Source: an optimization exercise on an open RTL-to-GDS flow (aim: small area, a short achievable clock period and few clock cycles per item). Production flows keep margins and buffers that such runs may drop.
The RTL was checked by simulation tests, not by an equivalence proof against the original design.

Setup of rev 12:
==> flow/design.v (excerpt) <==
module hsv_to_rgb_converter_core (
    input  logic                    clk,
    input  logic                    rst_n,
    input  logic                    pixel_valid,
    output logic                    pixel_ready,
    input  hsv2rgb_pkg::hsv_pixel_t pixel,
    output logic                    color_valid,
    input  logic                    color_ready,
    output hsv2rgb_pkg::rgb_pixel_t color
);
Size in the first run: roughly 160 flip-flops, about 69 I/O pins, roughly 20000 um^2 of cells after synthesis.
export LEC_CHECK = 0
export CAP_MARGIN = 20
export CORE_MARGIN = 2
export CORE_UTILIZATION = 50
export GPL_ROUTABILITY_DRIVEN = 0
export SETUP_SLACK_MARGIN = 3.2
export SLEW_MARGIN = 20
export SYNTH_HIERARCHICAL = 1
export SYNTH_MINIMUM_KEEP_SIZE = 0
create_clock -name core_clock -period 8.0 [get_ports {clk}]
run.sh (not shown) runs the stock make flow with config.mk's settings and CLKGATE_MAP_FILE= SYNTH_SCRIPT=/design/flow/synth_recipe.tcl, a recipe that flattens the netlist after the stock synthesis.
Testbench counts of rev 12, summed over its fixed seeds: cycles 16,024, items 16,000.
Setup changes, rev 12 to rev 13
# rev 12
export LEC_CHECK = 0
export CAP_MARGIN = 20
export CORE_MARGIN = 2
export CORE_UTILIZATION = 50
export GPL_ROUTABILITY_DRIVEN = 0
export SETUP_SLACK_MARGIN = 3.2
export SLEW_MARGIN = 20
export SYNTH_HIERARCHICAL = 1
export SYNTH_MINIMUM_KEEP_SIZE = 0
create_clock -name core_clock -period 8.0 [get_ports {clk}]
# rev 13
export LEC_CHECK = 0
export ABC_CLOCK_PERIOD_IN_PS = 4000
export CAP_MARGIN = 20
export CORE_MARGIN = 2
export CORE_UTILIZATION = 40
export SETUP_SLACK_MARGIN = 3.2
export SLEW_MARGIN = 20
export SYNTH_HIERARCHICAL = 1
export SYNTH_MINIMUM_KEEP_SIZE = 0
create_clock -name core_clock -period 8.0 [get_ports {clk}]
### Flow results
From rev 13 to rev 12, count of maximum capacitance violations did not move at all. Diff rev 12 -> rev 13: ratio of final minimum period to clock period now sits lower. Worst-path cell with the longest stage delay: sky130_fd_sc_hd__fa_1 -> rev 13, sky130_fd_sc_hd__fa_2 -> rev 12.

---

Starting RTL as in the previous note.
Settings: LEC_CHECK=0, CAP_MARGIN=20, CORE_MARGIN=2, CORE_UTILIZATION=40, SETUP_SLACK_MARGIN=3.2, SLEW_MARGIN=20, SYNTH_HIERARCHICAL=1, SYNTH_MINIMUM_KEEP_SIZE=0, TNS_END_PERCENT=30; clock period 8.0 ns.
The starting point completed with no timing, DRC or antenna violations.
Testbench counts at the start, summed over its fixed seeds: cycles 16,024, items 16,000.
==> next run, changes <==
Settings changed: SETUP_SLACK_MARGIN 3.2 to 3.0, TNS_END_PERCENT 30 to not set.
The changed run completed with no timing, DRC or antenna violations; die area is unchanged; final area barely changes; area after synthesis does not change; final cell count stays flat; via count hardly moves; global-route usage goes down by 0.33 points; worst setup slack degrades by 0.085 ns; core utilization drops by 0.13 points; wire length drops by 0.97%.

---

== job 6294 ==
hsv_to_rgb_converter_core, a different RTL version from the one above (not shown whole).
Size in the first run: roughly 160 flip-flops, ~69 I/O pins, about 20000 um2 of cells after synthesis.
// hsv_to_rgb_converter_core
module hsv_to_rgb_converter_core (
    input  logic                    clk,
    input  logic                    rst_n,
    input  logic                    pixel_valid,
    output logic                    pixel_ready,
    input  hsv2rgb_pkg::hsv_pixel_t pixel,
    output logic                    color_valid,
    input  logic                    color_ready,
    output hsv2rgb_pkg::rgb_pixel_t color
);
clock: 8.0 ns
lec_check: 0
abc_clock_period_in_ps: 4000
cap_margin: 20
core_margin: 2
core_utilization: 40
setup_slack_margin: 3.6
slew_margin: 20
synth_hierarchical: 1
synth_minimum_keep_size: 0
Testbench counts of job 6294, summed over its fixed seeds: cycles 16,024, items 16,000.
## Diff of input files: job 6684 against job 6294
# job 6294
export LEC_CHECK = 0
export ABC_CLOCK_PERIOD_IN_PS = 4000
export CAP_MARGIN = 20
export CORE_MARGIN = 2
export CORE_UTILIZATION = 40
export SETUP_SLACK_MARGIN = 3.6
export SLEW_MARGIN = 20
export SYNTH_HIERARCHICAL = 1
export SYNTH_MINIMUM_KEEP_SIZE = 0
create_clock -name core_clock -period 8.0 [get_ports {clk}]
# job 6684
export LEC_CHECK = 0
export CAP_MARGIN = 20
export CORE_MARGIN = 2
export CORE_UTILIZATION = 40
export CTS_BUF_LIST = sky130_fd_sc_hd__clkbuf_4 sky130_fd_sc_hd__clkbuf_8
export SETUP_SLACK_MARGIN = 3.2
export SLEW_MARGIN = 20
export SYNTH_HIERARCHICAL = 1
export SYNTH_MINIMUM_KEEP_SIZE = 0
create_clock -name core_clock -period 8.0 [get_ports {clk}]
## What came out
- Per-cell via count in the routed design of job 6684 exceeds that of job 6294 slightly.
- Job 6684 vs job 6294: final cell area excluding filler cells down in job 6684
- The data required time of the worst path of job 6684 is lower than that of job 6294.
- Area occupied by multi-input gates (job 6684 vs. job 6294) decreases slightly
- Against job 6294, job 6684 reports a delay of the slowest critical-path stage that is lower.
- Job 6294 → job 6684: setup slack fell by 0.067 ns; wire length after detailed routing stayed essentially flat.
- Job 6684 vs job 6294: number of gates resized after cts down by more than a quarter
- Per the comparison of job 6684 with job 6294, sequential share of cell area moved up.
- The final reports for job 6684 and job 6294 show latest clock arrival within the worst-skew pair higher in the former.

[afterwards: timing with drivers on the ports]
Ports are ideal in the flow. The routed layouts listed here were re-timed in OpenROAD.
Step 1 sets driving cells, clkbuf_16 on the clock port and buf_2 on the other inputs (assumed; they add their load-dependent delay and slew).
Step 2 adds t to the input delays and takes it off the output delays; t is the mean of the earliest and latest rising clock arrival at the registers after step 1. Input paths then give back, and output paths get back, about the clock's delay inside the block.
a / b / c = ideal / step 1 / step 2; a / b = the first two.
run | shift t [ns] | setup slack, ns | worst setup path at the end | clock arrival spread, ns | worst register clock-pin slew, ns
rev 12 | 0.516 | 3.028 / 3.028 / 3.028 | register to register | 0.010 / 0.011 | 0.07 / 0.07
rev 13 | 0.533 | 3.063 / 3.063 / 3.063 | register to register | 0.016 / 0.016 | 0.07 / 0.07
the first run of note 2 | 0.538 | 2.990 / 2.990 / 2.990 | register to register | 0.020 / 0.021 | 0.08 / 0.08
the second run of note 2 | 0.509 | 2.904 / 2.904 / 2.904 | register to register | 0.016 / 0.016 | 0.07 / 0.07
job 6294 | 0.544 | 3.142 / 3.105 / 3.142 | register to register | 0.015 / 0.015 | 0.07 / 0.07
job 6684 | 0.603 | 3.075 / 3.025 / 3.174 | register to register | 0.021 / 0.021 | 0.10 / 0.10
After both steps setup and hold are still met in every run listed.
